This design comes from an exercise in tuning for small area and few clock cycles on the open sky130 flow, not from production work. RTL that was checked went through simulation tests only; none was proved equivalent to the original. Only the layout flow was run in runs 1 and 2; the RTL was not checked for function there. No activity file was given, so power comes from the tool's default toggle rates.

--- flow/flow/run.sh ---
#!/bin/bash
# Standard ORFS layout (the standard.sh) with these changes:
#  - synthesis is the standard flow's own script, except that abc maps with the
#    area-oriented script flow/abc_area.script instead of ORFS's speed script
#    (registers are mapped before abc, so they are the standard ones);
#  - port buffers use the smallest buffer cell (buf_1);
#  - the clock tree uses clkbuf_4 with small sink clusters and no dummy loads;
#  - constant outputs keep the synthesized tie cells (no tie-per-pin repair).
# Each ORFS step writes its full log under orfs/logs/; make's output goes to
# make_finish.log.
set -euo pipefail
HERE=$(pwd)
{
  echo "proc abc {args} {"
  echo "  set i [lsearch -exact \$args -script]"
  echo "  if {\$i >= 0} { lset args [expr {\$i + 1}] $HERE/flow/abc_area.script }"
  echo "  puts \"abc with script $HERE/flow/abc_area.script\""
  echo "  yosys abc {*}\$args"
  echo "}"
  cat synth_recipe.tcl
} > flow_synth.tcl
bash standard.sh \
  SYNTH_SCRIPT="$HERE/flow_synth.tcl" \
  BUFFER_PORTS_ARGS="-buffer_cell sky130_fd_sc_hd__buf_1" \
  CTS_ARGS="-sink_clustering_enable -repair_clock_nets -dont_use_dummy_load -buf_list sky130_fd_sc_hd__clkbuf_4 -sink_clustering_size 8 -sink_clustering_max_diameter 60" \
  SKIP_REPAIR_TIE_FANOUT=1 \
  finish > make_finish.log 2>&1
--- flow/flow/abc_area.script ---
strash
dc2
balance
rewrite -z
refactor -z
rewrite -z
dch -f
amap
topo
--- flow/standard.sh ---
#!/bin/bash
# synth_recipe.tcl (not shown) runs the flow's synth.tcl, then flattens the netlist and writes it again
# the make line also repeats each setting of config.mk as NAME=value (left out here)
make -C /OpenROAD-flow-scripts/flow DESIGN_CONFIG=/design/flow/config.mk WORK_HOME=/design/flow/orfs CLKGATE_MAP_FILE= SYNTH_SCRIPT=/design/flow/synth_recipe.tcl "${@:-finish}"
--- flow/config.mk ---
export PLATFORM = sky130hd
export DESIGN_NAME = d_domain
export DESIGN_NICKNAME = d_domain
export VERILOG_FILES = /design/flow/design.v
export SDC_FILE = /design/flow/constraint.sdc
export NUM_CORES = 4
export LEC_CHECK = 0
export CAP_MARGIN = 20
export CORE_AREA = 10 10 310 310
export DIE_AREA = 0 0 320 320
export PLACE_DENSITY = 0.35
export SLEW_MARGIN = 20
--- flow/constraint.sdc ---
create_clock -name core_clock -period 5.0 [get_ports {ui_clk}]
set_input_delay 1.0000 -clock core_clock [delete_from_list [all_inputs] [get_ports {ui_clk}]]
set_output_delay 1.0000 -clock core_clock [all_outputs]
set_load 0.01 [all_outputs]
--- flow/design.v ---
`timescale 1ns/1ps
`timescale 1ns/1ps
`default_nettype none
module wdata_reg (
    input  logic         ui_clk,
    input  logic         fire,
    input  logic [255:0] din,
    output logic         wen,
    output logic [255:0] wdata
);
    always_ff @(posedge ui_clk) begin
        wen   <= fire;
        wdata <= fire ? din : '0;
    end
endmodule
`default_nettype wire
`timescale 1ns/1ps
`default_nettype none
module cmd_decoder (
    input  logic [14:0] p2d_op,
    input  logic [14:0] a2d_op,
    input  logic        cfg_ready,
    input  logic        blk,
    output logic        is_cfg,
    output logic        is_win,
    output logic        is_td,
    output logic        p2d_ready
);
    always_comb begin
        is_cfg = (p2d_op == 15'd1);
        is_win = (p2d_op == 15'd4);
        is_td  = (a2d_op == 15'd2);
        if (is_cfg) begin
            p2d_ready = cfg_ready;
        end else if (is_win) begin
            p2d_ready = !blk;
        end else begin
            p2d_ready = 1'b1;
        end
    end
endmodule
`default_nettype wire
`timescale 1ns/1ps
`default_nettype none
module config_capture (
    input  logic        ui_clk,
    input  logic        rst,
    input  logic        p2d_valid,
    input  logic        is_cfg,
    input  logic [16:0] p2d_pay,
    input  logic        d2a_ready,
    input  logic        td_fire,
    output logic        cfg_ready,
    output logic        d2a_v,
    output logic [16:0] d2a_pay,
    output logic        seq_full,
    output logic [1:0]  cfg_asic_mode,
    output logic [15:0] cfg_training_epochs,
    output logic [15:0] cfg_inference_epochs,
    output logic [1:0]  cfg_dataset,
    output logic [15:0] cfg_timesteps,
    output logic [15:0] cfg_input_size,
    output logic        cfg_long_streaming,
    output logic        cfg_binary_classifier,
    output logic        cfg_loser_encourage
);
    localparam logic [53:0] CNT_STATES = {6'd59, 6'd61, 6'd62, 6'd31, 6'd15, 6'd7, 6'd3, 6'd1, 6'd0};
    localparam logic [5:0] CNT_FULL = 6'd45;
    logic [5:0]  cfg_cnt;
    logic        cfg_fire;
    logic [15:0] cfg_d;
    logic [8:0]  cfg_ld;
    always_comb begin
        seq_full  = (cfg_cnt == CNT_FULL);
        cfg_ready = !d2a_v || d2a_ready;
        cfg_fire  = p2d_valid && is_cfg && cfg_ready;
        cfg_d = p2d_pay[15:0] & {16{!rst}};
        for (int i = 0; i < 9; i++) begin
            cfg_ld[i] = rst || (cfg_fire && cfg_cnt == CNT_STATES[6*i +: 6]);
        end
    end
    always_ff @(posedge ui_clk) begin
        if (rst) begin
            d2a_v <= 1'b0;
        end else if (cfg_ready) begin
            d2a_v <= cfg_fire;
        end
        if (cfg_ready) begin
            d2a_pay <= p2d_pay;
        end
    end
    always_ff @(posedge ui_clk) begin
        if (rst) begin
            cfg_cnt <= '0;
        end else if (td_fire) begin
            cfg_cnt <= '0;
        end else if (cfg_fire && !seq_full) begin
            cfg_cnt <= {cfg_cnt[4:0], !(cfg_cnt[5] ^ cfg_cnt[4])};
        end
        if (cfg_ld[0]) cfg_asic_mode         <= cfg_d[1:0];
        if (cfg_ld[1]) cfg_training_epochs   <= cfg_d;
        if (cfg_ld[2]) cfg_inference_epochs  <= cfg_d;
        if (cfg_ld[3]) cfg_dataset           <= cfg_d[1:0];
        if (cfg_ld[4]) cfg_timesteps         <= cfg_d;
        if (cfg_ld[5]) cfg_input_size        <= cfg_d;
        if (cfg_ld[6]) cfg_long_streaming    <= cfg_d[0];
        if (cfg_ld[7]) cfg_binary_classifier <= cfg_d[0];
        if (cfg_ld[8]) cfg_loser_encourage   <= cfg_d[0];
    end
endmodule
`default_nettype wire
`timescale 1ns/1ps
`default_nettype none
module dram_writer (
    input  logic        ui_clk,
    input  logic        rst,
    input  logic        win_fire,
    input  logic [15:0] win_pay,
    input  logic        wen,
    output logic [28:0] app_addr,
    output logic        done_hit,
    output logic        prog_hit,
    output logic [13:0] pcnt         
);
    logic [28:0] base;        
    logic [28:0] last;        
    logic        last_ok;     
    logic [1:0]  win_idx;
    logic        fresh;       
    logic [28:3] wa;          
    localparam logic [10:0] PCNT_1249 = 11'd68;
    logic [10:0] pmod;
    logic [28:3] cur;         
    logic [10:0] pcur;        
    logic        pwrap;
    logic [28:0] addr;
    always_comb begin
        cur      = fresh ? base[28:3] : wa;
        pcur     = fresh ? 11'd0 : pmod;
        pwrap    = (pcur == PCNT_1249);
        addr     = {cur, base[2:0]};
        done_hit = wen && last_ok && (addr == last);
        prog_hit = wen && pwrap;
        app_addr = wen ? addr : '0;
        pcnt     = wa[16:3] - base[16:3];
    end
    logic [15:0] win_d;
    always_comb begin
        win_d = win_pay & {16{!rst}};
    end
    always_ff @(posedge ui_clk) begin
        if (rst || (win_fire && win_idx == 2'd0)) base[15:0]  <= win_d;
        if (rst || (win_fire && win_idx == 2'd1)) base[28:16] <= win_d[12:0];
        if (rst || (win_fire && win_idx == 2'd2)) last[15:0]  <= win_d;
        if (rst || (win_fire && win_idx == 2'd3)) begin
            last[28:16] <= win_d[12:0];
            last_ok     <= (win_d[15:13] == 3'd0);
        end
        if (rst) begin
            win_idx <= '0;
        end else if (win_fire) begin
            win_idx <= win_idx + 1'b1;
        end
    end
    always_ff @(posedge ui_clk) begin
        if (rst || win_fire) begin
            fresh <= 1'b1;
        end else if (wen) begin
            fresh <= 1'b0;
        end
        wa <= cur + 26'(wen);
        if (wen) begin
            pmod <= pwrap ? 11'd0 : {pcur[9:0], !(pcur[10] ^ pcur[8])};
        end
    end
endmodule
`default_nettype wire
`timescale 1ns/1ps
`default_nettype none
module status_arbiter (
    input  logic        ui_clk,
    input  logic        rst,
    input  logic        calib_done,
    input  logic        done_hit,
    input  logic        prog_hit,
    input  logic [13:0] pcnt,
    input  logic        a2d_valid,
    input  logic        is_td,
    input  logic [16:0] a2d_pay,
    input  logic        seq_full,
    input  logic        d2p_ready,
    output logic        a2d_ready,
    output logic        td_fire,
    output logic        blk,
    output logic        d2p_v,
    output logic [31:0] d2p_cmd
);
    logic        hit;
    logic        pend_v;      
    logic        pend_done;   
    logic [1:0]  d2p_op;      
    logic [16:0] d2p_pay;
    logic        rdy_sent;
    logic        rdy_due;
    logic        load;
    logic        ev_take;
    logic        done_now;    
    always_comb begin
        hit     = done_hit || prog_hit;
        blk     = pend_v || hit;
        load    = !d2p_v || d2p_ready;
        rdy_due = calib_done && !rdy_sent;
        ev_take  = load && !rdy_due && pend_v;
        done_now = load && !rdy_due && done_hit;
        td_fire  = a2d_valid && is_td && seq_full && load && !rdy_due && !pend_v && !done_hit;
        a2d_ready = is_td ? (seq_full && load && !rdy_due && !pend_v && !done_hit) : 1'b1;
    end
    always_ff @(posedge ui_clk) begin
        if (rst) begin
            pend_v <= 1'b0;
        end else if (hit && !done_now) begin
            pend_v <= 1'b1;
        end else if (ev_take) begin
            pend_v <= 1'b0;
        end
        if (hit) begin
            pend_done <= done_hit;
        end
    end
    always_ff @(posedge ui_clk) begin
        if (rst) begin
            d2p_v    <= 1'b0;
            rdy_sent <= 1'b0;
        end else if (load) begin
            if (rdy_due) begin
                d2p_v    <= 1'b1;
                d2p_op   <= 2'd1;
                d2p_pay  <= '0;
                rdy_sent <= 1'b1;
            end else if (pend_v || done_hit) begin
                d2p_v   <= 1'b1;
                d2p_op  <= (done_hit || pend_done) ? 2'd2 : 2'd3;
                d2p_pay <= (done_hit || pend_done) ? 17'd0 : {pcnt, 3'd0};
            end else if (td_fire) begin
                d2p_v   <= 1'b1;
                d2p_op  <= 2'd0;
                d2p_pay <= a2d_pay;
            end else begin
                d2p_v <= 1'b0;
            end
        end
    end
    assign d2p_cmd = {d2p_pay, 12'd0, d2p_op[1], !(d2p_op == 2'd2), ^d2p_op};
endmodule
`default_nettype wire
`timescale 1ns/1ps
`timescale 1ns/1ps
`default_nettype none
module d_domain (
    input  logic         ui_clk,
    input  logic         rst,
    input  logic         p2d_cmd_valid,
    output logic         p2d_cmd_ready,
    input  logic [31:0]  p2d_cmd,
    input  logic         p2d_data_valid,
    output logic         p2d_data_ready,
    input  logic [255:0] p2d_data,
    input  logic         a2d_cmd_valid,
    output logic         a2d_cmd_ready,
    input  logic [31:0]  a2d_cmd,
    input  logic         calib_done,
    input  logic         app_rdy,
    input  logic         app_wdf_rdy,
    output logic         d2p_cmd_valid,
    input  logic         d2p_cmd_ready,
    output logic [31:0]  d2p_cmd,
    output logic         d2a_cmd_valid,
    input  logic         d2a_cmd_ready,
    output logic [31:0]  d2a_cmd,
    output logic         app_en,
    output logic [2:0]   app_cmd,
    output logic [28:0]  app_addr,
    output logic         app_wdf_wren,
    output logic [255:0] app_wdf_data,
    output logic         app_wdf_end,
    output logic [31:0]  app_wdf_mask,
    output logic [1:0]   cfg_asic_mode,
    output logic [15:0]  cfg_training_epochs,
    output logic [15:0]  cfg_inference_epochs,
    output logic [1:0]   cfg_dataset,
    output logic [15:0]  cfg_timesteps,
    output logic [15:0]  cfg_input_size,
    output logic         cfg_long_streaming,
    output logic         cfg_binary_classifier,
    output logic         cfg_loser_encourage
);
    logic        is_cfg, is_win, is_td;
    logic        cfg_ready;
    logic        seq_full;
    logic        td_fire;
    logic        blk;
    logic        win_fire;
    logic        wr_fire;
    logic        wen;
    logic        done_hit;
    logic        prog_hit;
    logic [13:0] pcnt;
    logic        d2a_v;
    logic [16:0] d2a_pay;
    cmd_decoder u_dec (
        .p2d_op    (p2d_cmd[14:0]),
        .a2d_op    (a2d_cmd[14:0]),
        .cfg_ready (cfg_ready),
        .blk       (blk),
        .is_cfg    (is_cfg),
        .is_win    (is_win),
        .is_td     (is_td),
        .p2d_ready (p2d_cmd_ready)
    );
    config_capture u_cfg (
        .ui_clk                (ui_clk),
        .rst                   (rst),
        .p2d_valid             (p2d_cmd_valid),
        .is_cfg                (is_cfg),
        .p2d_pay               (p2d_cmd[31:15]),
        .d2a_ready             (d2a_cmd_ready),
        .td_fire               (td_fire),
        .cfg_ready             (cfg_ready),
        .d2a_v                 (d2a_v),
        .d2a_pay               (d2a_pay),
        .seq_full              (seq_full),
        .cfg_asic_mode         (cfg_asic_mode),
        .cfg_training_epochs   (cfg_training_epochs),
        .cfg_inference_epochs  (cfg_inference_epochs),
        .cfg_dataset           (cfg_dataset),
        .cfg_timesteps         (cfg_timesteps),
        .cfg_input_size        (cfg_input_size),
        .cfg_long_streaming    (cfg_long_streaming),
        .cfg_binary_classifier (cfg_binary_classifier),
        .cfg_loser_encourage   (cfg_loser_encourage)
    );
    always_comb begin
        d2a_cmd_valid  = d2a_v;
        d2a_cmd        = {d2a_pay, 15'd1};
        win_fire       = p2d_cmd_valid && is_win && !blk;
        p2d_data_ready = app_rdy && app_wdf_rdy && !blk;
        wr_fire        = p2d_data_valid && p2d_data_ready && !rst;
    end
    wdata_reg u_wdata (
        .ui_clk (ui_clk),
        .fire   (wr_fire),
        .din    (p2d_data),
        .wen    (wen),
        .wdata  (app_wdf_data)
    );
    dram_writer u_writer (
        .ui_clk   (ui_clk),
        .rst      (rst),
        .win_fire (win_fire),
        .win_pay  (p2d_cmd[30:15]),
        .wen      (wen),
        .app_addr (app_addr),
        .done_hit (done_hit),
        .prog_hit (prog_hit),
        .pcnt     (pcnt)
    );
    always_comb begin
        app_en       = wen;
        app_cmd      = 3'b000;
        app_wdf_wren = wen;
        app_wdf_end  = wen;
        app_wdf_mask = '0;
    end
    status_arbiter u_status (
        .ui_clk     (ui_clk),
        .rst        (rst),
        .calib_done (calib_done),
        .done_hit   (done_hit),
        .prog_hit   (prog_hit),
        .pcnt       (pcnt),
        .a2d_valid  (a2d_cmd_valid),
        .is_td      (is_td),
        .a2d_pay    (a2d_cmd[31:15]),
        .seq_full   (seq_full),
        .d2p_ready  (d2p_cmd_ready),
        .a2d_ready  (a2d_cmd_ready),
        .td_fire    (td_fire),
        .blk        (blk),
        .d2p_v      (d2p_cmd_valid),
        .d2p_cmd    (d2p_cmd)
    );
endmodule
`default_nettype wire
==> results of run 1 <==
==> metal layers <==
layer / vias to the layer above / GRT usage (%) / part of all wire, %
met5: - / 0 / 0
met4: 0 / 5.079 / 2.7
met3: 143 / 8.847 / 13
met2: 592 / 26.59 / 49
met1: 6008 / 15.87 / 35
li1: 5855 / - / -
==> final timing paths <==
check	from	end	slack [ps]	depth (start not counted)
setup reg to reg	u_writer.fresh	u_status.d2p_pay[10]	760	14
hold / removal	p2d_cmd[15]	u_cfg.d2a_pay[0]	330	1
setup / recovery	u_writer.fresh	p2d_data_ready	150	13
hold reg to reg	u_status.rdy_sent	u_status.rdy_sent	530	2
==> layout make-up <==
type	instances	share of cell area [%]
Sequential cell	474	53.14
Clock buffer	78	2.760
Timing Repair inverter	1	0.04128
Tap cell	1165	6.871
Antenna cell	12	0.1415
Multi-Input combinational cell	650	19.57
Inverter	92	1.699
Timing Repair Buffer	794	15.78
==> worst max-delay path: stages, from the launching register on <==
cell and delay [ps]:
dfxtp_4 410, clkinv_8 130, buf_4 200, o22ai_2 160, o22ai_1 100, a221o_1 270
or4_1 390, or4_4 440, nor4_4 230, buf_4 180, nand2b_4 130, nor2_4 60
and3_4 190, clkbuf_2 130
==> where the power goes <==
part	leakage, nW	internal, mW	total [mW]	switching, mW
Sequential	4.13	4.17	4.25	0.0760
Clock	0.359	0.712	2.08	1.37
Combinational	2.69	0.277	0.734	0.457
Total	7.17	5.16	7.06	1.90
==> synthesized netlist by cell type <==
cell type and instances:
fa_1 1, o221ai_1 3, nand4_1 5, a21oi_1 23, nor3_1 12, dfxtp_1 296, nand3b_1 1, and3_1 1
or3_1 2, a211oi_1 3, o22ai_1 34, a22oi_1 2, o41ai_1 2, nand4b_1 1, conb_1 2, nand2_1 49
and2_0 1, buf_4 65, nor4b_1 1, or4_1 7, edfxtp_1 178, nand2b_1 4, a221o_1 3, o211ai_1 2
o21a_1 28, or2_0 3, nor4_1 3, o21ai_0 17, o31ai_1 3, a2111o_1 1, a221oi_1 5, a21o_1 4
nor2_1 107, clkinv_1 92, ha_1 24, nor2b_1 279, nor3b_1 2, o32ai_1 7, o22a_1 1, nand3_1 5
o2111ai_1 1, o21bai_1 1
==> logic make-up after synthesis <==
logic type | after synthesis
AO/OA/AOI/OAI | 140
adder cells (fa/ha/maj) | 25
other | 2
buffers and inverters | 157
flip-flops | 474
AND/OR/NAND/NOR | 483
==> through the flow <==
step / power, mW / utilization, % / setup TNS [ps] / cells
after floorplan: 4.686 / - / 0 / 1281
after global placement: 5.044 / 22.65 / 0 / 3148
after detailed placement: 5.039 / 22.65 / 0 / 3148
after CTS: 7.244 / 23.75 / -606.4 / 3253
after global routing: 7.463 / 23.89 / -234.7 / 3264
final: 7.064 / 23.90 / 0 / 3266
==> repair_timing <==
item	CTS	global route
pin swaps	3	3
gates resized for setup	34	19
endpoints found under the setup margin	6	4
setup buffers	25	3
gates cloned	2	0
==> impl_metrics.py, run 1 <==
metrics = {
    "timing": {
        "slew_viol_final": 0,
        "clock_skew_ps": 152.0,
        "slew_headroom_pct": 28.56,
        "fmax_mhz": 206.3,
        "holdWs_ps": 328.6,
        "post-route-period-util_pct": 96.97,
        "rsz0062_at_grt": "yes",
        "finalSetupViolations": 0,
        "fin_ws_ps": 151.7,
        "final.min_clock_period_ps": 4848,
        "worst_slew_pin_slew_ps": 1069,
        "hold_viol_final": 0,
    },
    "clocking": {
        "clk_pin_slew_worst_paths_ps": 90,
        "cts.sinks": 474,
        "clockBufferDepth": 3,
        "cts_made_buffers": 78,
        "clock_latency_ps": 860,
        "cts-htree-levels": 3,
        "cts_hold_buf": 0,
        "cts_tree": "yes",
        "root_buffer": "clkbuf_4",
    },
    "run": {
        "max_cap_viol_count": 0,
    },
    "synthesis": {
        "synthAdderAreaFrac_pct": 2.002,
        "synth_top_cell_area_share_pct": 37.03,
        "synth_area_per_cell_um2": 12.49,
        "synthCells": 1281,
        "synth-simple-area-share_pct": 16.42,
        "yosysWarnings": 6,
        "yosys-top-cells-area": "dfxtp_1, edfxtp_1, nor2b_1",
        "ys_ff_latch": 474,
        "synth_top_family_by_area": "simple AND/OR/NAND/NOR gates",
        "ys_types": 42,
        "seq_area_frac_synth_pct": 70.43,
        "yosysTopAreaCell": "dfxtp_1",
        "synthesis.area_mm2": 0.01600,
        "synth_compound_area_share_pct": 5.895,
        "muxShareOfSynthArea_pct": 0,
        "syn-num-nets": 1636,
        "yosys.area_share.xor_xnor_pct": 0,
    },
    "layout": {
        "layout_commonest_cell": "buf_1",
        "finalNetCount": 2446,
        "drive_above_1_share_pct": 8.904,
        "final-seq-area_mm2": 0.01127,
        "fillers": 9793,
        "fin_area_mm2": 0.02122,
        "multi_input_area_mm2": 0.004151,
        "largest_reg_flops": 256,
        "final_cell_mix": "buf_1, dfxtp_1, nor2b_1",
        "area_growth_pct": 32.57,
    },
    "global_routing": {
        "grt_pass1_wl_um": 110800,
        "grt.overflow.total": 0,
        "grt_pass1_vias": 13680,
        "grt_usage_pct": 15.55,
        "antenna_found_initial": 46,
        "grt_max_degree": 82,
    },
    "routing": {
        "first_pass_iters": 5,
        "drtAntennaViolNets": 0,
        "num_vias": 12600,
        "routed_wl_um": 82620,
        "drc": 0,
        "vias_per_cell": 3.857,
        "wl_per_cell_um": 25.30,
        "drt-initial-drc-count": 679,
    },
    "place": {
        "dpl.hpwl_um": 67020,
        "portBuffers": 730,
        "place_area_mm2": 0.02011,
        "gp_congestion": 0.8430,
        "detailedPlace.worstSlack_ps": 83.54,
    },
    "worst_hold_path": {
        "min_path_type": "in2reg",
    },
    "critical_path": {
        "startpoint_type": "flop",
        "worstPathRequired_ps": 4000,
        "cp_max_fo": 12,
        "endpoint_kind": "output port",
        "critPathKind": "reg2out",
        "crit_arrival_ps": 3850,
    },
    "power": {
        "ir_drop_v": 0.0001555,
        "powerDensity_mw_per_mm2": 333.0,
        "p_leak_nw": 7.175,
    },
    "floorplanning": {
        "dieArea_mm2": 0.1024,
        "core-area_mm2": 0.08878,
        "io_pins": 793,
        "rows": 109,
        "die_w_um": 320,
        "die_y_um": 320,
        "initial_core_util_pct": 18.02,
    },
    "status": {
        "outcome": "no timing/DRC/antenna violations",
    },
}
==> run 2, diff against run 1 <==
--- a/flow/config.mk
+++ b/flow/config.mk
@@ -8,5 +8,5 @@
 export CAP_MARGIN = 20
 export CORE_AREA = 10 10 310 310
 export DIE_AREA = 0 0 320 320
-export PLACE_DENSITY = 0.35
+export PLACE_DENSITY = 0.45
 export SLEW_MARGIN = 20
==> run 2 against run 1 <==
Compared with the run above:
- area after synthesis did not move
- routed wire length is 3.3% higher
- clock power about the same
- critical path depth up 1
- register-to-register slack hardly changed
- critical path type unchanged
- critical endpoint unchanged
- largest power group unchanged
==> impl_metrics.py, run 2 <==
metrics = {
    "global_routing": {
        "grt_pass1_vias": 13390,
        "grt_usage_pct": 16.11,
        "grt_max_degree": 62,
        "grt.overflow.total": 0,
        "antenna_found_initial": 56,
        "grt_pass1_wl_um": 113400,
    },
    "critical_path": {
        "critPathKind": "reg2out",
        "r2r_slack_ps": 770,
        "crit_chain": "buf_12, buf_12, buf_12, o22ai_4, o22ai_2, a221o_1, or4_1, or4_4, nor4_4, buf_4, nand2b_4, nor2_4, and3_4, buf_6",
        "crit_family": "simple AND/OR/NAND/NOR gates",
        "rr_worst_depth": 31,
        "endpoint_kind": "output port",
        "critPathSlowestCell": "or4_1",
        "cp_max_fo": 5,
        "crit_arrival_ps": 3940,
        "r2r-start": "u_writer.fresh",
        "path_buf_inv": 5,
        "cpPeakStageDelay_ps": 460,
        "startpoint_type": "flop",
        "critical_path.most_common_cell": "buf_12",
        "crit_start": "u_writer.fresh",
        "worstPathRequired_ps": 4000,
        "rr_endpoint": "u_writer.wa[27]",
    },
    "routing": {
        "drc": 0,
        "wl_per_cell_um": 26.07,
        "first_pass_iters": 5,
        "drtAntennaViolNets": 0,
        "routed_wl_um": 85350,
        "num_vias": 12550,
        "drt-initial-drc-count": 646,
        "vias_per_cell": 3.834,
    },
    "synthesis": {
        "syn-num-nets": 1636,
        "synthCells": 1281,
        "ys_types": 42,
        "synth_common_cells": "dfxtp_1, nor2b_1, edfxtp_1, nor2_1, clkinv_1",
        "yosysWarnings": 6,
        "yosysTopAreaCell": "dfxtp_1",
        "synth_ff_type": "dfxtp_1",
        "seq_area_frac_synth_pct": 70.43,
        "synth_top_cell_area_share_pct": 37.03,
        "ys_ff_latch": 474,
        "synth_area_per_cell_um2": 12.49,
        "synth-edff-count": 178,
        "async_flop_share_pct": 0,
        "yosysMostFrequentCell": "dfxtp_1",
        "yosys-top-cells-area": "dfxtp_1, edfxtp_1, nor2b_1",
        "synthesis.area_mm2": 0.01600,
    },
    "layout": {
        "fin_cells": 3274,
        "final_cell_mix": "buf_1, dfxtp_1, nor2b_1",
        "fillers": 9784,
        "drive_above_1_share_pct": 9.317,
        "finalNetCount": 2450,
        "layout_commonest_cell": "buf_1",
        "largest_reg_flops": 256,
        "area_growth_pct": 34.04,
        "fin_area_mm2": 0.02145,
        "finish.utilization_pct": 24.16,
    },
    "status": {
        "outcome": "no timing/DRC/antenna violations",
    },
    "power": {
        "total_power_mw": 7.059,
        "p_leak_nw": 7.246,
        "ir_drop_v": 0.0001646,
        "powerDensity_mw_per_mm2": 329.1,
    },
    "timing": {
        "finalSetupViolations": 0,
        "slew_headroom_pct": 35.42,
        "finalSetupTns_ps": 0,
        "fin_ws_ps": 56.55,
        "final.min_clock_period_ps": 4943,
        "slew_viol_final": 0,
        "holdWs_ps": 295.2,
        "fmax_mhz": 202.3,
        "post-route-period-util_pct": 98.87,
        "clock_skew_ps": 114.8,
        "worst_slew_pin_slew_ps": 968.7,
        "rsz0062_at_grt": "yes",
        "hold_viol_final": 0,
    },
    "clocking": {
        "cts-htree-levels": 3,
        "cts_made_buffers": 75,
        "clk_pin_slew_worst_paths_ps": 110,
        "cts.sinks": 474,
        "clock_latency_ps": 900,
        "cts_hold_buf": 0,
        "cts_tree": "yes",
        "clockBufferDepth": 3,
        "root_buffer": "clkbuf_4",
    },
    "worst_hold_path": {
        "hold_depth": 2,
        "worstHoldEndpoint": "u_wdata.wdata[190]",
        "min-delay-start": "p2d_data[190]",
        "min_path_type": "in2reg",
    },
    "place": {
        "detailedPlace.worstSlack_ps": 104.1,
        "dpl.hpwl_um": 69610,
        "gp_congestion": 0.8612,
        "dp.cells": 3146,
        "portBuffers": 730,
        "place_area_mm2": 0.02015,
    },
    "floorplanning": {
        "die_y_um": 320,
        "dieArea_mm2": 0.1024,
        "rows": 109,
        "io_pins": 793,
        "core-area_mm2": 0.08878,
        "die_w_um": 320,
        "initial_core_util_pct": 18.02,
    },
    "run": {
        "max_cap_viol_count": 0,
    },
}
run 2: cell count changes in the layout (fill, tap and decap cells not counted), sizes merged:
cell,delta
clkinv,-3
bufbuf,-1
buf,+9
diode,+4
clkbuf,-4
inv,+3
run 2: kinds of logic after synthesis:
group,Yosys count,synth area share [%]
flip-flops,474,70.43
buffers and inverters,157,5.207
AO/OA/AOI/OAI,140,5.895
other,2,0.04693
AND/OR/NAND/NOR,483,16.42
adder cells (fa/ha/maj),25,2.002
run 2: worst reg2reg max path: cells and delay by family, from the launching register on:
kind	cells	cell delay, ps
simple gates	22	2770
flops	1	380
compound gates	2	200
fa+ha+maj	2	380
buf+inv	5	470
run 2: power by group:
part	internal [mW]	switching, mW	leakage [nW]
clock	0.686	1.38	0.345
sequential	4.17	0.0753	4.13
combinational	0.286	0.459	2.77
total	5.14	1.92	7.25
run 2: area by class of cell:
cell class                 instances  area [um2]  share of cell area, %
antenna                           16       40.04                 0.1867
tap                             1165        1458                  6.795
multi-input combinational        650        4215                  19.65
timing repair inverter             1       11.26                0.05250
sequential                       474       11270                  52.56
inverter                          92       361.6                  1.686
clock buffer                      75       563.0                  2.625
timing repair buffer             801        3527                  16.44
run 2: worst max path at each step:
stage / end / depth (start not counted)
global route: p2d_cmd_ready / 15
finish: p2d_data_ready / 14
detailed placement: p2d_data_ready / 14
CTS: p2d_cmd_ready / 15
floorplan: u_wdata.wen / 13
global placement: p2d_data_ready / 14
run 2: layer usage:
layer	part of all wire [%]	GRT usage, %
met1	36	16.96
met5	0.040	0
met3	15	10.11
met2	48	27.32
met4	1.8	2.794
run 2: what timing repair did:
item | CTS | global route
endpoints found under the setup margin | 3 | 3
pin swaps | 17 | 15
setup buffers | 28 | 7
gates resized for setup | 49 | 19
cloned | 2 | 0
==> run 3, diff against run 2 <==
--- a/flow/design.v
+++ b/flow/design.v
@@ -20,7 +20,7 @@
     input  logic [14:0] p2d_op,
     input  logic [14:0] a2d_op,
     input  logic        cfg_ready,
-    input  logic        blk,
+    input  logic        blk_win,
     output logic        is_cfg,
     output logic        is_win,
     output logic        is_td,
@@ -33,7 +33,7 @@
         if (is_cfg) begin
             p2d_ready = cfg_ready;
         end else if (is_win) begin
-            p2d_ready = !blk;
+            p2d_ready = !blk_win;
         end else begin
             p2d_ready = 1'b1;
         end
@@ -134,31 +134,35 @@
     logic [10:0] pcur;        
     logic        pwrap;
     logic [28:0] addr;
+    logic [28:3] nxt;         
+    logic        match;       
     always_comb begin
         cur      = fresh ? base[28:3] : wa;
         pcur     = fresh ? 11'd0 : pmod;
         pwrap    = (pcur == PCNT_1249);
         addr     = {cur, base[2:0]};
-        done_hit = wen && last_ok && (addr == last);
+        nxt      = cur + 26'(wen);
+        done_hit = wen && last_ok && match;
         prog_hit = wen && pwrap;
         app_addr = wen ? addr : '0;
         pcnt     = wa[16:3] - base[16:3];
     end
-    logic [15:0] win_d;
-    always_comb begin
-        win_d = win_pay & {16{!rst}};
-    end
     always_ff @(posedge ui_clk) begin
-        if (rst || (win_fire && win_idx == 2'd0)) base[15:0]  <= win_d;
-        if (rst || (win_fire && win_idx == 2'd1)) base[28:16] <= win_d[12:0];
-        if (rst || (win_fire && win_idx == 2'd2)) last[15:0]  <= win_d;
-        if (rst || (win_fire && win_idx == 2'd3)) begin
-            last[28:16] <= win_d[12:0];
-            last_ok     <= (win_d[15:13] == 3'd0);
-        end
         if (rst) begin
+            base    <= '0;
+            last    <= '0;
+            last_ok <= 1'b1;
             win_idx <= '0;
         end else if (win_fire) begin
+            case (win_idx)
+                2'd0: base[15:0]  <= win_pay;
+                2'd1: base[28:16] <= win_pay[12:0];
+                2'd2: last[15:0]  <= win_pay;
+                default: begin
+                    last[28:16] <= win_pay[12:0];
+                    last_ok     <= (win_pay[15:13] == 3'd0);
+                end
+            endcase
             win_idx <= win_idx + 1'b1;
         end
     end
@@ -168,7 +172,8 @@
         end else if (wen) begin
             fresh <= 1'b0;
         end
-        wa <= cur + 26'(wen);
+        wa    <= nxt;
+        match <= ({nxt, base[2:0]} == last);
         if (wen) begin
             pmod <= pwrap ? 11'd0 : {pcur[9:0], !(pcur[10] ^ pcur[8])};
         end
@@ -192,6 +197,7 @@
     output logic        a2d_ready,
     output logic        td_fire,
     output logic        blk,
+    output logic        blk_win,
     output logic        d2p_v,
     output logic [31:0] d2p_cmd
 );
@@ -208,6 +214,7 @@
     always_comb begin
         hit     = done_hit || prog_hit;
         blk     = pend_v || hit;
+        blk_win = pend_v || prog_hit;
         load    = !d2p_v || d2p_ready;
         rdy_due = calib_done && !rdy_sent;
         ev_take  = load && !rdy_due && pend_v;
@@ -299,6 +306,7 @@
     logic        seq_full;
     logic        td_fire;
     logic        blk;
+    logic        blk_win;
     logic        win_fire;
     logic        wr_fire;
     logic        wen;
@@ -311,7 +319,7 @@
         .p2d_op    (p2d_cmd[14:0]),
         .a2d_op    (a2d_cmd[14:0]),
         .cfg_ready (cfg_ready),
-        .blk       (blk),
+        .blk_win   (blk_win),
         .is_cfg    (is_cfg),
         .is_win    (is_win),
         .is_td     (is_td),
@@ -342,8 +350,8 @@
     always_comb begin
         d2a_cmd_valid  = d2a_v;
         d2a_cmd        = {d2a_pay, 15'd1};
-        win_fire       = p2d_cmd_valid && is_win && !blk;
-        p2d_data_ready = app_rdy && app_wdf_rdy && !blk;
+        win_fire       = p2d_cmd_valid && is_win && !blk_win;
+        p2d_data_ready = app_rdy && app_wdf_rdy && !blk && !(p2d_cmd_valid && is_win);
         wr_fire        = p2d_data_valid && p2d_data_ready && !rst;
     end
     wdata_reg u_wdata (
@@ -386,6 +394,7 @@
         .a2d_ready  (a2d_cmd_ready),
         .td_fire    (td_fire),
         .blk        (blk),
+        .blk_win    (blk_win),
         .d2p_v      (d2p_cmd_valid),
         .d2p_cmd    (d2p_cmd)
     );
--- a/flow/config.mk
+++ b/flow/config.mk
@@ -6,7 +6,7 @@
 export NUM_CORES = 4
 export LEC_CHECK = 0
 export CAP_MARGIN = 20
-export CORE_AREA = 10 10 310 310
-export DIE_AREA = 0 0 320 320
-export PLACE_DENSITY = 0.45
+export CORE_AREA = 5 5 285 285
+export DIE_AREA = 0 0 290 290
+export PLACE_DENSITY = 0.35
 export SLEW_MARGIN = 20
==> run 3 against run 2 <==
Compared with the run above:
- still clean on timing, DRC and antenna
- synthesized cell count up 11%
- non-clock buffer count down 37
- routed wire length down 12%
- hold slack better by 65 ps
- sequential share of layout area down 1.0 points
==> impl_metrics.py, run 3 <==
metrics = {
    "status": {
        "outcome": "no timing/DRC/antenna violations",
    },
    "global_routing": {
        "antenna_found_initial": 50,
        "grt_pass1_vias": 14010,
        "grt_usage_pct": 17.09,
        "grt_max_degree": 74,
        "grt_pass1_wl_um": 104800,
        "grt.overflow.total": 0,
    },
    "critical_path": {
        "rr_endpoint": "u_writer.match",
        "critPathSlowestCell": "dfxtp_4",
        "rr_worst_depth": 27,
        "cpPeakStageDelay_ps": 370,
        "startpoint_type": "flop",
        "endpoint_kind": "flop",
        "critical_path.most_common_cell": "a21oi_1",
        "r2r-start": "u_writer.fresh",
        "crit_arrival_ps": 5310,
        "cp_max_fo": 4,
        "path_buf_inv": 2,
        "r2r_slack_ps": 360,
        "crit_family": "compound AO/OA/AOI/OAI gates",
        "critPathKind": "reg2reg",
        "worstPathRequired_ps": 5680,
    },
    "routing": {
        "drt-initial-drc-count": 595,
        "wl_per_cell_um": 23.22,
        "first_pass_iters": 6,
        "drc": 0,
        "drtAntennaViolNets": 0,
        "num_vias": 13280,
        "vias_per_cell": 4.090,
        "routed_wl_um": 75380,
    },
    "power": {
        "netSwitchingPower_mw": 1.760,
        "p_leak_nw": 6.912,
        "ir_drop_v": 0.0001618,
        "comb_power_share_pct": 8.3,
        "power_frac_seq_pct": 61.1,
        "internal_power_mw": 4.924,
        "total_power_mw": 6.684,
        "clockPowerShare_pct": 30.5,
        "powerDensity_mw_per_mm2": 321.9,
        "swShare_pct": 26.33,
    },
    "floorplanning": {
        "initial_core_util_pct": 20.80,
        "io_pins": 793,
        "die_w_um": 290,
        "rows": 102,
        "dieArea_mm2": 0.08410,
        "core-area_mm2": 0.07759,
        "die_y_um": 290,
    },
    "synthesis": {
        "yosysTopAreaCell": "dfxtp_1",
        "synth_common_cells": "dfxtp_1, nor2b_1, nor2_1, edfxtp_1, clkinv_1",
        "synthesis.area_mm2": 0.01614,
        "synth_ff_type": "dfxtp_1",
        "synth_area_per_cell_um2": 11.36,
        "synth_top_cell_area_share_pct": 44.17,
        "ys_ff_latch": 475,
        "syn-num-nets": 1775,
        "synthCells": 1420,
        "synth-edff-count": 119,
        "yosys-top-cells-area": "dfxtp_1, edfxtp_1, nor2b_1",
        "ys_types": 38,
        "yosysWarnings": 6,
        "async_flop_share_pct": 0,
        "seq_area_frac_synth_pct": 66.31,
        "yosysMostFrequentCell": "dfxtp_1",
    },
    "worst_hold_path": {
        "worstHoldEndpoint": "u_cfg.d2a_pay[16]",
        "min-delay-start": "p2d_cmd[31]",
        "hold_depth": 1,
        "min_path_type": "in2reg",
    },
    "clocking": {
        "clockBufferDepth": 3,
        "root_buffer": "clkbuf_4",
        "clk_pin_slew_worst_paths_ps": 90,
        "clock_latency_ps": 810,
        "cts_made_buffers": 73,
        "cts.sinks": 475,
        "cts_tree": "yes",
        "cts-htree-levels": 3,
    },
    "timing": {
        "final.min_clock_period_ps": 4637,
        "fmax_mhz": 215.7,
        "clock_skew_ps": 76.21,
        "post-route-period-util_pct": 92.74,
        "slew_headroom_pct": 32.69,
        "finalSetupTns_ps": 0,
        "hold_viol_final": 0,
        "slew_viol_final": 0,
        "rsz0062_at_grt": "yes",
        "worst_slew_pin_slew_ps": 1003,
        "finalSetupViolations": 0,
        "fin_ws_ps": 363.2,
    },
    "layout": {
        "fillers": 8531,
        "finish.utilization_pct": 26.76,
        "largest_reg_flops": 256,
        "final_cell_mix": "buf_1, dfxtp_1, nor2b_1",
        "layout_commonest_cell": "buf_1",
        "drive_above_1_share_pct": 6.569,
        "finalNetCount": 2549,
        "area_growth_pct": 28.70,
    },
    "place": {
        "portBuffers": 730,
        "dpl.hpwl_um": 60050,
        "gp_congestion": 0.8553,
        "detailedPlace.worstSlack_ps": 256.9,
    },
    "run": {
        "max_cap_viol_count": 0,
    },
}
-- run 3: worst max-delay path by stage --
stage                   startpoint        endpoint  slack [ps]  cells after the start
floorplan           u_writer.fresh  u_writer.match         330                     31
global placement    u_writer.fresh  u_writer.match         190                     27
detailed placement  u_writer.fresh  u_writer.match         260                     27
CTS                 u_writer.fresh  u_writer.match         210                     27
global route        u_writer.fresh  u_writer.match         -40                     29
finish              u_writer.fresh  u_writer.match         360                     27
-- run 3: power groups by stage --
| stage | logic, mW | clock network, mW | registers [mW] |
|---|---|---|---|
| global route | 0.616 | 2.34 | 4.10 |
| detailed placement | 0.554 | 0 | 4.17 |
| floorplan | 0.234 | 0 | 4.22 |
| finish | 0.558 | 2.04 | 4.08 |
| CTS | 0.557 | 2.21 | 4.09 |
| global placement | 0.558 | 0 | 4.18 |
-- run 3: stage by stage --
step                hold WS [ps]  instance area [um2]  std cells
finish                     360.5                20770       3247
global route               238.5                20750       3241
CTS                        200.1                20560       3230
detailed placement         491.9                20010       3157
floorplan                  419.3                16150       1420
global placement           479.2                20010       3157
-- run 3: routing by layer --
metal	global-route usage [%]	up-vias	routed length, um
li1	-	6270	-
met4	5.862	8	2583
met1	18.92	6227	28430
met3	8.764	159	8709
met5	0	-	48
met2	28.42	616	35610
-- run 3: cells by family after synthesis --
family	after synthesis	synth area share (%)
adder cells (fa/ha/maj)	25	1.985
AO/OA/AOI/OAI	206	8.382
buffers and inverters	166	5.373
XOR/XNOR	1	0.05429
AND/OR/NAND/NOR	545	17.85
other	2	0.04654
flip-flops	475	66.31
-- run 3: what timing repair did --
item / 4_1_cts / 5_1_grt
buffers inserted: 0 / 2
setup endpoints to repair: 0 / 1
resized for setup: 0 / 41
hold buffers: 0 / 0
-- run 3: cell type report --
class / instances / area [um2] / area share [%]
well taps: 1040 / 1301 / 6.266
flip-flops and latches: 475 / 10700 / 51.54
inverters: 101 / 381.6 / 1.838
multi-input cells: 779 / 4773 / 22.98
diodes: 15 / 37.54 / 0.1807
clock buffers: 73 / 548.0 / 2.639
repair buffers: 764 / 3022 / 14.55
Testbench counts of run 3, summed over its fixed seeds: cycles 27,041.
==> run 4, diff against run 3 <==
--- a/flow/config.mk
+++ b/flow/config.mk
@@ -6,7 +6,7 @@
 export NUM_CORES = 4
 export LEC_CHECK = 0
 export CAP_MARGIN = 20
-export CORE_AREA = 5 5 285 285
-export DIE_AREA = 0 0 290 290
+export CORE_AREA = 10 10 310 310
+export DIE_AREA = 0 0 320 320
 export PLACE_DENSITY = 0.35
 export SLEW_MARGIN = 20
==> run 4 against run 3 <==
Compared with the run above:
- still clean
- combinational power shrank 1%
- design area barely moved
- flip-flop and latch count unchanged
- die area increased by 22%
- utilization decreased by 3.4 points
- critical path type unchanged
==> impl_metrics.py, run 4 <==
metrics = {
    "timing": {
        "fmax_mhz": 219.4,
        "finalSetupViolations": 0,
        "worst_slew_pin_slew_ps": 984.5,
        "hold_viol_final": 0,
        "rsz0062_at_grt": "no",
        "clock_skew_ps": 69.05,
        "slew_headroom_pct": 34.37,
        "slew_viol_final": 0,
        "finalSetupTns_ps": 0,
        "final.min_clock_period_ps": 4558,
        "post-route-period-util_pct": 91.17,
        "holdWs_ps": 275.9,
    },
    "layout": {
        "fillers": 9913,
        "finalNetCount": 2544,
        "final_cell_mix": "buf_1, dfxtp_1, nor2b_1",
        "fin_area_mm2": 0.02077,
        "layout_commonest_cell": "buf_1",
        "drive_above_1_share_pct": 5.533,
        "largest_reg_flops": 256,
        "area_growth_pct": 28.74,
    },
    "synthesis": {
        "yosysWarnings": 6,
        "async_flop_share_pct": 0,
        "yosysTopAreaCell": "dfxtp_1",
        "synth_area_per_cell_um2": 11.36,
        "synthCells": 1420,
        "syn-num-nets": 1775,
        "ys_types": 38,
        "yosysMostFrequentCell": "dfxtp_1",
        "yosys-top-cells-area": "dfxtp_1, edfxtp_1, nor2b_1",
        "ys_ff_latch": 475,
        "synth_common_cells": "dfxtp_1, nor2b_1, nor2_1, edfxtp_1, clkinv_1",
        "seq_area_frac_synth_pct": 66.31,
        "synth-edff-count": 119,
        "synth_top_cell_area_share_pct": 44.17,
        "synthesis.area_mm2": 0.01614,
        "synth_ff_type": "dfxtp_1",
    },
    "clocking": {
        "clock_latency_ps": 890,
        "clk_pin_slew_worst_paths_ps": 100,
        "cts_tree": "yes",
        "clockBufferDepth": 3,
        "root_buffer": "clkbuf_4",
        "cts_made_buffers": 77,
        "cts-htree-levels": 3,
        "cts.sinks": 475,
    },
    "place": {
        "gp_congestion": 0.8574,
        "dpl.hpwl_um": 65210,
        "place_area_mm2": 0.02013,
        "portBuffers": 730,
    },
    "floorplanning": {
        "core-area_mm2": 0.08878,
        "initial_core_util_pct": 18.18,
        "dieArea_mm2": 0.1024,
        "die_w_um": 320,
        "die_y_um": 320,
        "io_pins": 793,
        "rows": 109,
    },
    "power": {
        "total_power_mw": 6.739,
        "ir_drop_v": 0.0001556,
        "powerDensity_mw_per_mm2": 324.4,
        "p_leak_nw": 6.885,
    },
    "global_routing": {
        "antenna_found_initial": 43,
        "grt_max_degree": 72,
        "grt.overflow.total": 0,
        "grt_pass1_wl_um": 109200,
        "grt_pass1_vias": 14200,
        "grt_usage_pct": 15.02,
    },
    "critical_path": {
        "crit_arrival_ps": 5360,
        "startpoint_type": "flop",
        "cp_max_fo": 5,
        "critical_path.most_common_cell": "nor2_1",
        "worstPathRequired_ps": 5810,
        "cpPeakStageDelay_ps": 370,
        "endpoint_kind": "flop",
        "critPathSlowestCell": "dfxtp_2",
        "critPathKind": "reg2reg",
    },
    "status": {
        "outcome": "no timing/DRC/antenna violations",
    },
    "routing": {
        "num_vias": 13280,
        "routed_wl_um": 79930,
        "drtAntennaViolNets": 0,
        "first_pass_iters": 5,
        "vias_per_cell": 3.951,
        "drc": 0,
        "drt-initial-drc-count": 775,
        "wl_per_cell_um": 23.78,
    },
    "worst_hold_path": {
        "min_path_type": "in2reg",
    },
    "run": {
        "max_cap_viol_count": 0,
    },
}
==> run 4: cell counts after synthesis <==
Identical to the previous run, type by type.
==> run 4: cell families after synthesis <==
| kind of cell | synth area share [%] |
|---|---|
| simple gates | 17.85 |
| fa+ha+maj | 1.985 |
| other cells | 0.04654 |
| flops | 66.31 |
| xor+xnor | 0.05429 |
| buf+inv | 5.373 |
| compound gates | 8.382 |
==> run 4: cell type report <==
type                       count  area [um2]  area share [%]
inverter                     101       380.4           1.831
antenna                       10       25.02          0.1205
sequential                   475       10700           51.51
timing repair buffer         755        2967           14.28
clock buffer                  77       578.1           2.782
tap                         1165        1458           7.016
multi-input combinational    779        4666           22.46
==> run 4: worst max-delay path: cells and delay by family (launching register included) <==
family | cells | cell delay (ps)
flip-flops | 1 | 370
buffers and inverters | 1 | 100
AND/OR/NAND/NOR | 10 | 1260
AO/OA/AOI/OAI | 13 | 2290
adder cells (fa/ha/maj) | 2 | 480
==> run 4: where the power goes <==
part / switching, mW / leakage, nW / internal [mW]
sequential: 0.0383 / 4.03 / 4.05
clock: 1.40 / 0.354 / 0.705
combinational: 0.356 / 2.50 / 0.196
==> run 4: final timing paths <==
check	endpoint	slack, ps	start	cells after the start
hold reg to reg	u_writer.last[28]	490	u_writer.last[28]	2
setup reg to reg	u_writer.match	440	u_writer.fresh	26
setup / recovery	u_writer.match	440	u_writer.fresh	26
hold / removal	u_cfg.d2a_pay[16]	280	p2d_cmd[31]	1
==> run 4: stage by stage <==
stage                     std cells  utilization (%)  setup slack (ps)
final                          3362            23.40             441.7
after detailed placement       3275            22.67             360.4
after global routing           3359            23.39             28.57
after global placement         3275            22.67             117.1
after floorplan                1420                -             333.6
after CTS                      3352            23.32             342.2
==> run 4: what timing repair did <==
item	in CTS	in global routing
hold endpoints to repair	0	0
hold buffers	0	0
endpoints found under the setup margin	0	1
setup buffers	0	0
gates resized for setup	0	15
==> run 4: metal layers <==
layer | track usage (%) | routed length, um | vias to the layer above
li1 | - | - | 6254
met1 | 15.35 | 28600 | 6207
met2 | 25.86 | 39470 | 655
met3 | 8.089 | 9803 | 162
met4 | 5.246 | 2028 | 4
met5 | 0 | 24 | -
==> run 5, diff against run 4 <==
--- a/flow/flow/run.sh
+++ b/flow/flow/run.sh
@@ -22,6 +22,6 @@
 bash standard.sh \
   SYNTH_SCRIPT="$HERE/flow_synth.tcl" \
   BUFFER_PORTS_ARGS="-buffer_cell sky130_fd_sc_hd__buf_1" \
-  CTS_ARGS="-sink_clustering_enable -repair_clock_nets -dont_use_dummy_load -buf_list sky130_fd_sc_hd__clkbuf_4 -sink_clustering_size 8 -sink_clustering_max_diameter 60" \
+  CTS_ARGS="-sink_clustering_enable -repair_clock_nets -dont_use_dummy_load -buf_list sky130_fd_sc_hd__clkbuf_4 -sink_clustering_size 9 -sink_clustering_max_diameter 60 -sink_clustering_buffer sky130_fd_sc_hd__clkbuf_4" \
   SKIP_REPAIR_TIE_FANOUT=1 \
   finish > make_finish.log 2>&1
--- a/flow/config.mk
+++ b/flow/config.mk
@@ -8,5 +8,6 @@
 export CAP_MARGIN = 20
 export CORE_AREA = 10 10 310 310
 export DIE_AREA = 0 0 320 320
+export GPL_TIMING_DRIVEN = 0
 export PLACE_DENSITY = 0.35
 export SLEW_MARGIN = 20
==> run 5 against run 4 <==
Compared with the run above:
- hold slack improved by 79 ps
- largest power group unchanged
- register-to-register slack got worse by 60 ps
- setup slack worse by 60 ps
- global-route usage grew 0.070 points
- largest cell class unchanged
- design area grew 2.8%
- routed wire length grew 1.0%
- still clean on timing, DRC and antenna
- sequential power is essentially flat
- combinational power rose by 9.6%
- flip-flop and latch count unchanged
- critical path type unchanged
==> impl_metrics.py, run 5 <==
metrics = {
    "run": {
        "max_cap_viol_count": 0,
    },
    "synthesis": {
        "synth_common_cells": "dfxtp_1, nor2b_1, nor2_1, edfxtp_1, clkinv_1",
        "synth-simple-area-share_pct": 17.85,
        "ys_ff_latch": 475,
        "synth_compound_area_share_pct": 8.382,
        "synth_ff_type": "dfxtp_1",
        "syn-num-nets": 1775,
        "ys_types": 38,
        "async_flop_share_pct": 0,
        "synth_top_cell_area_share_pct": 44.17,
        "seq_area_frac_synth_pct": 66.31,
        "yosysWarnings": 6,
        "yosysMostFrequentCell": "dfxtp_1",
        "synthAdderAreaFrac_pct": 1.985,
        "muxShareOfSynthArea_pct": 0,
        "yosysTopAreaCell": "dfxtp_1",
        "synth_top_family_by_area": "simple AND/OR/NAND/NOR gates",
        "synth-edff-count": 119,
        "synthesis.area_mm2": 0.01614,
        "synthCells": 1420,
        "yosys.area_share.xor_xnor_pct": 0.05428,
        "synth_area_per_cell_um2": 11.36,
        "yosys-top-cells-area": "dfxtp_1, edfxtp_1, nor2b_1",
    },
    "timing": {
        "post-route-period-util_pct": 92.37,
        "rsz0062_at_grt": "yes",
        "hold_viol_final": 0,
        "finalSetupViolations": 0,
        "worst_slew_pin_slew_ps": 957.7,
        "holdWs_ps": 355.2,
        "slew_headroom_pct": 35.76,
        "fmax_mhz": 216.5,
        "final.min_clock_period_ps": 4619,
        "slew_viol_final": 0,
        "clock_skew_ps": 111.7,
        "finalSetupTns_ps": 0,
        "fin_ws_ps": 381.3,
    },
    "place": {
        "detailedPlace.worstSlack_ps": -1697,
        "dp.cells": 3326,
        "portBuffers": 730,
        "place_area_mm2": 0.02061,
        "gp_congestion": 0.8311,
        "dpl.hpwl_um": 65390,
    },
    "power": {
        "power_frac_seq_pct": 60.9,
        "swShare_pct": 26.34,
        "clockPowerShare_pct": 30.0,
        "p_leak_nw": 7.248,
        "powerDensity_mw_per_mm2": 313.8,
        "comb_power_share_pct": 9.0,
        "total_power_mw": 6.704,
        "netSwitchingPower_mw": 1.766,
        "ir_drop_v": 0.0001633,
        "internal_power_mw": 4.938,
    },
    "floorplanning": {
        "dieArea_mm2": 0.1024,
        "die_y_um": 320,
        "io_pins": 793,
        "die_w_um": 320,
        "rows": 109,
        "initial_core_util_pct": 18.18,
        "core-area_mm2": 0.08878,
    },
    "clocking": {
        "clk_pin_slew_worst_paths_ps": 100,
        "cts-htree-levels": 3,
        "cts_made_buffers": 71,
        "cts_tree": "yes",
        "clockBufferDepth": 3,
        "cts.sinks": 475,
        "clock_latency_ps": 830,
        "root_buffer": "clkbuf_4",
    },
    "global_routing": {
        "grt_usage_pct": 15.09,
        "antenna_found_initial": 50,
        "grt_pass1_wl_um": 111000,
        "grt_max_degree": 62,
        "grt_pass1_vias": 14200,
        "grt.overflow.total": 0,
    },
    "routing": {
        "drc": 0,
        "first_pass_iters": 5,
        "drt-initial-drc-count": 683,
        "drtAntennaViolNets": 0,
        "top_layer": "met5",
        "vias_per_cell": 3.951,
        "wl_met1_um": 29370,
        "num_vias": 13490,
        "wl_per_cell_um": 23.66,
        "dr_wl_met3_um": 8870,
        "routed_wl_um": 80750,
        "wl_met2_um": 40610,
    },
    "worst_hold_path": {
        "hold_depth": 2,
        "min_path_type": "in2reg",
    },
    "critical_path": {
        "critPathSlowestCell": "dfxtp_4",
        "crit_family": "compound AO/OA/AOI/OAI gates",
        "endpoint_kind": "flop",
        "worst-path-stages": 24,
        "cpPeakStageDelay_ps": 420,
        "startpoint_type": "flop",
        "crit_arrival_ps": 5290,
        "worstPathRequired_ps": 5670,
        "crit_chain": "clkinv_8, buf_4, buf_4, o22ai_1, clkinv_1, nand2_1, o21ai_0, a21oi_2, o2111ai_2, a2111oi_2, nor4b_4, o21ai_0, a21oi_1, o21ai_0, a2111oi_2, nor2b_2, nand2_1, a211o_1, nor2_1, nand2b_1, nor2_1, nand2_1, a211o_1, nor4_2",
        "path_buf_inv": 4,
        "critPathKind": "reg2reg",
        "cp_max_fo": 11,
        "rr_worst_depth": 24,
    },
    "layout": {
        "layout_commonest_cell": "buf_1",
        "finalNetCount": 2596,
        "multi_input_area_mm2": 0.004755,
        "finish.utilization_pct": 24.06,
        "largest_reg_flops": 256,
        "fin_cells": 3413,
        "fin_area_mm2": 0.02136,
        "area_growth_pct": 32.37,
        "fillers": 9808,
        "final_cell_mix": "buf_1, dfxtp_1, nor2b_1",
        "final-seq-area_mm2": 0.01071,
        "drive_above_1_share_pct": 8.263,
    },
    "status": {
        "outcome": "no timing/DRC/antenna violations",
    },
}
## run 5: cell counts after synthesis
No cell type changed its count.
## run 5: layout make-up
class / instances / share of cell area (%)
Tap cell: 1165 / 6.824
Sequential cell: 475 / 50.13
Timing Repair inverter: 1 / 0.04100
Inverter: 101 / 1.833
Multi-Input combinational cell: 779 / 22.26
Timing Repair Buffer: 747 / 14.03
Antenna cell: 9 / 0.1054
Clock buffer: 71 / 2.495
Buffer: 65 / 2.284
## run 5: cells by family (layout without fill, tap and decap cells)
group                    after synthesis  count (layout)
flip-flops                           475             475
AND/OR/NAND/NOR                      545             545
AO/OA/AOI/OAI                        206             206
other                                  2              11
buffers and inverters                166             985
adder cells (fa/ha/maj)               25              25
XOR/XNOR                               1               1
## run 5: metal layers
layer  vias up  GRT usage (%)
met1      6354          15.70
met5         -              0
met4         4          3.002
met2       613          27.29
li1       6355              -
met3       160          7.312
## run 5: what timing repair did
item                       CTS  global route
cloned                       1             0
hold buffers                 0             0
resized for setup           18            15
setup endpoints to repair   20             1
setup buffers                6             0
pin swaps                    1             4
## run 5: power groups by stage
stage	Sequential, mW	Combinational [mW]	Clock, mW
floorplan	4.22	0.234	0
global placement	4.18	0.586	0
detailed placement	4.18	0.594	0
CTS	4.09	0.609	2.20
global route	4.10	0.669	2.32
finish	4.09	0.605	2.01
## run 5: final timing paths
| check | endpoint | from | slack [ps] |
|---|---|---|---|
| max | u_writer.match | u_writer.fresh | 380 |
| min reg2reg | u_writer.last[26] | u_writer.last[26] | 480 |
| min | u_wdata.wdata[56] | p2d_data[56] | 360 |
| max reg2reg | u_writer.match | u_writer.fresh | 380 |
==> run 6, diff against run 5 <==
--- a/flow/config.mk
+++ b/flow/config.mk
@@ -8,6 +8,6 @@
 export CAP_MARGIN = 20
 export CORE_AREA = 10 10 310 310
 export DIE_AREA = 0 0 320 320
-export GPL_TIMING_DRIVEN = 0
+export GPL_ROUTABILITY_DRIVEN = 0
 export PLACE_DENSITY = 0.35
 export SLEW_MARGIN = 20
==> run 6 against run 5 <==
Compared with the run above:
- still clean on timing, DRC and antenna
- synthesized cell count unchanged
- clock skew down 39 ps
- global-route usage decreased by 0.15 points
- first-iteration DRC count is 11% higher
- sequential power barely moved
- area after synthesis unchanged
- critical endpoint unchanged
- largest cell class unchanged
- highest routed layer unchanged
==> impl_metrics.py, run 6 <==
metrics = {
    "status": {
        "outcome": "no timing/DRC/antenna violations",
    },
    "clocking": {
        "clk_pin_slew_worst_paths_ps": 110,
        "cts.sinks": 475,
        "cts_setup_buffers": 0,
        "clockBufferDepth": 3,
        "clock_latency_ps": 870,
        "cts-htree-levels": 3,
        "cts_tree": "yes",
        "root_buffer": "clkbuf_4",
        "cts_made_buffers": 72,
    },
    "layout": {
        "fin_area_mm2": 0.02074,
        "finalNetCount": 2539,
        "drive_above_1_share_pct": 5.316,
        "final_cell_mix": "buf_1, dfxtp_1, nor2b_1",
        "area_growth_pct": 28.56,
        "largest_reg_flops": 256,
        "layout_commonest_cell": "buf_1",
    },
    "timing": {
        "worst_slew_pin_slew_ps": 975.0,
        "fmax_mhz": 217.8,
        "final.min_clock_period_ps": 4591,
        "hold_viol_final": 0,
        "rsz0062_at_grt": "no",
        "slew_headroom_pct": 35.00,
        "finalSetupViolations": 0,
        "post-route-period-util_pct": 91.82,
        "slew_viol_final": 0,
        "finalSetupTns_ps": 0,
        "clock_skew_ps": 72.77,
    },
    "synthesis": {
        "synthesis.area_mm2": 0.01614,
        "ys_types": 38,
        "synth_top_cell_area_share_pct": 44.17,
        "yosys-top-cells-area": "dfxtp_1, edfxtp_1, nor2b_1",
        "yosysWarnings": 6,
        "ys_ff_latch": 475,
        "async_flop_share_pct": 0,
        "synth_ff_type": "dfxtp_1",
        "yosysMostFrequentCell": "dfxtp_1",
        "synthCells": 1420,
        "seq_area_frac_synth_pct": 66.31,
        "yosysTopAreaCell": "dfxtp_1",
        "syn-num-nets": 1775,
        "synth-edff-count": 119,
        "synth_common_cells": "dfxtp_1, nor2b_1, nor2_1, edfxtp_1, clkinv_1",
        "synth_area_per_cell_um2": 11.36,
    },
    "routing": {
        "vias_per_cell": 3.949,
        "routed_wl_um": 79650,
        "drt-initial-drc-count": 755,
        "first_pass_iters": 5,
        "num_vias": 13270,
        "drtAntennaViolNets": 0,
        "wl_per_cell_um": 23.71,
        "drc": 0,
    },
    "power": {
        "comb_power_share_pct": 8.3,
        "clockPowerShare_pct": 30.4,
        "powerDensity_mw_per_mm2": 321.2,
        "swShare_pct": 26.39,
        "netSwitchingPower_mw": 1.758,
        "internal_power_mw": 4.905,
        "p_leak_nw": 6.863,
        "power_frac_seq_pct": 61.3,
        "ir_drop_v": 0.0001512,
    },
    "worst_hold_path": {
        "min_path_type": "in2reg",
        "hold_depth": 2,
        "min-delay-start": "p2d_data[150]",
    },
    "critical_path": {
        "crit_family": "compound AO/OA/AOI/OAI gates",
        "cp_max_fo": 5,
        "cpPeakStageDelay_ps": 370,
        "worstPathRequired_ps": 5780,
        "crit_arrival_ps": 5370,
        "rr_worst_depth": 26,
        "critPathSlowestCell": "dfxtp_2",
        "startpoint_type": "flop",
        "r2r-start": "u_writer.fresh",
        "path_buf_inv": 1,
        "critPathKind": "reg2reg",
        "endpoint_kind": "flop",
        "worst-path-stages": 26,
        "crit_start": "u_writer.fresh",
        "critical_path.most_common_cell": "nor2_1",
    },
    "place": {
        "dpl.hpwl_um": 65210,
        "place_area_mm2": 0.02013,
        "portBuffers": 730,
    },
    "global_routing": {
        "grt_pass1_wl_um": 108800,
        "grt_pass1_vias": 14140,
        "antenna_found_initial": 44,
        "grt.overflow.total": 0,
        "grt_max_degree": 72,
        "grt_usage_pct": 14.94,
    },
    "floorplanning": {
        "die_w_um": 320,
        "core-area_mm2": 0.08878,
        "io_pins": 793,
        "initial_core_util_pct": 18.18,
        "dieArea_mm2": 0.1024,
        "die_y_um": 320,
        "rows": 109,
    },
    "run": {
        "max_cap_viol_count": 0,
    },
}
-- run 6: changes by cell type in the layout (fill, tap and decap cells not counted), sizes merged --
| cell | previous run | this run |
|---|---|---|
| buf | 812 | 755 |
| diode | 9 | 13 |
| clkbuf | 71 | 72 |
| inv | 1 | 0 |
-- run 6: final timing paths --
kind                                      endpoint  slack (ps)
worst max-delay path                u_writer.match         410
worst min-delay path            u_wdata.wdata[150]         310
worst max register to register      u_writer.match         410
worst min register to register   u_writer.last[28]         490
-- run 6: repair_timing --
action                     CTS  global route
resized for setup            0            15
hold buffers                 0             0
setup endpoints to repair    0             1
-- run 6: final cells by class --
cell class                 count  area (um2)
timing repair buffer         755        2967
sequential                   475       10700
fill                        9891       68040
clock buffer                  72       540.5
multi-input combinational    779        4666
antenna                       13       32.53
inverter                     101       380.4
tap                         1165        1458
-- run 6: through the flow --
| step | total power [mW] | cells | util [%] | setup WS (ps) | hold slack, ps |
|---|---|---|---|---|---|
| floorplan | 4.456 | 1420 | - | 333.6 | 419.3 |
| global placement | 4.743 | 3275 | 22.67 | 117.1 | 480.1 |
| detailed placement | 4.739 | 3275 | 22.67 | 360.4 | 486.6 |
| CTS | 6.835 | 3347 | 23.28 | 318.3 | 142.9 |
| global route | 7.031 | 3355 | 23.35 | 6.710 | 192.4 |
| finish | 6.663 | 3360 | 23.37 | 409.1 | 306.4 |
-- run 6: power by group through the flow --
stage / logic, mW / registers, mW / clock network (mW)
2_1_floorplan: 0.234 / 4.22 / 0
3_3_place_gp: 0.565 / 4.18 / 0
3_5_place_dp: 0.563 / 4.18 / 0
4_1_cts: 0.566 / 4.09 / 2.18
5_1_grt: 0.612 / 4.10 / 2.32
6_report: 0.551 / 4.09 / 2.02
-- run 6: kinds of logic (layout without fill, tap and decap cells) --
group           count (synthesis)  in the layout  share of synthesized area [%]
simple gates                  545            545                          17.85
compound gates                206            206                          8.382
xor+xnor                        1              1                        0.05429
fa+ha+maj                      25             25                          1.985
other cells                     2             15                        0.04654
flops                         475            475                          66.31
buf+inv                       166            928                          5.373
-- run 6: worst reg2reg max path, delay by kind of cell, from the launching register on --
kind,cells,cell delay [ps]
AO/OA/AOI/OAI,13,2290
AND/OR/NAND/NOR,10,1260
adder cells (fa/ha/maj),2,480
flip-flops,1,370
buffers and inverters,1,100
-- run 6: routing by layer --
layer	vias up	global-route usage, %	share of wire [%]
li1	6236	-	-
met5	-	0	0.030
met2	654	25.66	49
met4	4	5.142	2.5
met3	152	7.988	13
met1	6224	15.38	35
==> run 7, diff against run 6 <==
--- a/flow/config.mk
+++ b/flow/config.mk
@@ -8,6 +8,5 @@
 export CAP_MARGIN = 20
 export CORE_AREA = 10 10 310 310
 export DIE_AREA = 0 0 320 320
-export GPL_ROUTABILITY_DRIVEN = 0
 export PLACE_DENSITY = 0.35
 export SLEW_MARGIN = 20
==> run 7 against run 6 <==
Compared with the run above:
- via count did not move
- still clean
- non-clock buffer count did not move
- synthesized cell count did not move
- clock power barely moved
- cell count did not move
- design area did not move
==> impl_metrics.py, run 7 <==
metrics = {
    "floorplanning": {
        "die_w_um": 320,
        "dieArea_mm2": 0.1024,
        "rows": 109,
        "die_y_um": 320,
        "io_pins": 793,
    },
    "clocking": {
        "clock_latency_ps": 870,
        "cts_made_buffers": 72,
        "clk_pin_slew_worst_paths_ps": 110,
        "clockBufferDepth": 3,
        "cts-htree-levels": 3,
        "cts.sinks": 475,
    },
    "place": {
        "portBuffers": 730,
        "detailedPlace.worstSlack_ps": 360.4,
    },
    "layout": {
        "largest_reg_flops": 256,
        "fin_area_mm2": 0.02074,
        "fillers": 9891,
        "final_cell_mix": "buf_1, dfxtp_1, nor2b_1",
    },
    "synthesis": {
        "synthesis.area_mm2": 0.01614,
        "yosysMostFrequentCell": "dfxtp_1",
        "syn-num-nets": 1775,
        "seq_area_frac_synth_pct": 66.31,
        "synth_top_cell_area_share_pct": 44.17,
        "yosysWarnings": 6,
        "synth_common_cells": "dfxtp_1, nor2b_1, nor2_1, edfxtp_1, clkinv_1",
        "yosys-top-cells-area": "dfxtp_1, edfxtp_1, nor2b_1",
        "ys_types": 38,
    },
    "critical_path": {
        "cp_max_fo": 5,
        "cpPeakStageDelay_ps": 370,
        "r2r-start": "u_writer.fresh",
        "startpoint_type": "flop",
        "endpoint_kind": "flop",
        "r2r_slack_ps": 410,
        "crit_end": "u_writer.match",
        "worst-path-stages": 26,
        "crit_start": "u_writer.fresh",
        "critPathSlowestCell": "dfxtp_2",
    },
    "power": {
        "powerDensity_mw_per_mm2": 321.2,
        "netSwitchingPower_mw": 1.758,
        "internal_power_mw": 4.905,
        "comb_power_share_pct": 8.3,
    },
    "timing": {
        "fin_ws_ps": 409.1,
        "clock_skew_ps": 72.77,
        "slew_viol_final": 0,
        "post-route-period-util_pct": 91.82,
        "slew_headroom_pct": 35.00,
    },
    "routing": {
        "vias_per_cell": 3.949,
        "drt-initial-drc-count": 755,
    },
    "status": {
        "outcome": "no timing/DRC/antenna violations",
    },
    "global_routing": {
        "grt_usage_pct": 14.94,
    },
}
==> run 7: area by class of cell <==
type | instances | area, um2 | area share (%)
Antenna cell | 13 | 32.53 | 0.1568
Tap cell | 1165 | 1458 | 7.027
Timing Repair Buffer | 755 | 2967 | 14.30
Multi-Input combinational cell | 779 | 4666 | 22.49
Inverter | 101 | 380.4 | 1.834
Clock buffer | 72 | 540.5 | 2.606
Sequential cell | 475 | 10700 | 51.59
==> run 7: through the flow <==
| step | hold WS, ps | power, mW |
|---|---|---|
| finish | 306.4 | 6.663 |
| global route | 192.4 | 7.031 |
| CTS | 142.9 | 6.835 |
| detailed placement | 486.6 | 4.739 |
| global placement | 480.1 | 4.743 |
| floorplan | 419.3 | 4.456 |
==> run 7: logic make-up (layout without fill, tap and decap cells) <==
| family | Yosys count | count (layout) | synth area share (%) |
|---|---|---|---|
| adder cells (fa/ha/maj) | 25 | 25 | 1.985 |
| flip-flops | 475 | 475 | 66.31 |
| AO/OA/AOI/OAI | 206 | 206 | 8.382 |
| other | 2 | 15 | 0.04654 |
| buffers and inverters | 166 | 928 | 5.373 |
| XOR/XNOR | 1 | 1 | 0.05429 |
| AND/OR/NAND/NOR | 545 | 545 | 17.85 |
==> run 7: timing repair <==
action	CTS	global route
setup buffers	0	0
resized for setup	0	15
setup endpoints to repair	0	1
==> run 7: routing by layer <==
metal  part of all wire (%)  global-route usage, %  vias up
met4                    2.5                  5.142        4
met1                     35                  15.38     6224
li1                       -                      -     6236
met3                     13                  7.988      152
met2                     49                  25.66      654
met5                  0.030                      0        -
==> run 7: worst min-delay path by stage <==
stage                            from  cells past startpoint            endpoint  slack [ps]
floorplan            u_writer.last_ok                      2    u_writer.last_ok         420
global placement    u_writer.last[28]                      2   u_writer.last[28]         480
detailed placement  u_writer.last[28]                      2   u_writer.last[28]         490
CTS                       p2d_cmd[31]                      1   u_cfg.d2a_pay[16]         140
global route              p2d_cmd[31]                      1   u_cfg.d2a_pay[16]         190
finish                  p2d_data[150]                      2  u_wdata.wdata[150]         310
==> run 7: power by group through the flow <==
| stage | logic, mW | clock network [mW] | registers, mW |
|---|---|---|---|
| floorplan | 0.234 | 0 | 4.22 |
| detailed placement | 0.563 | 0 | 4.18 |
| finish | 0.551 | 2.02 | 4.09 |
| CTS | 0.566 | 2.18 | 4.09 |
| global placement | 0.565 | 0 | 4.18 |
| global route | 0.612 | 2.32 | 4.10 |

Check on run 7: ideal ports give 0.409 ns setup slack; a clkbuf_16 on the clock port and buf_2 on the inputs give 0.409 ns; moving port delays by the midpoint clock arrival (0.891 ns) as well gives 0.409 ns.
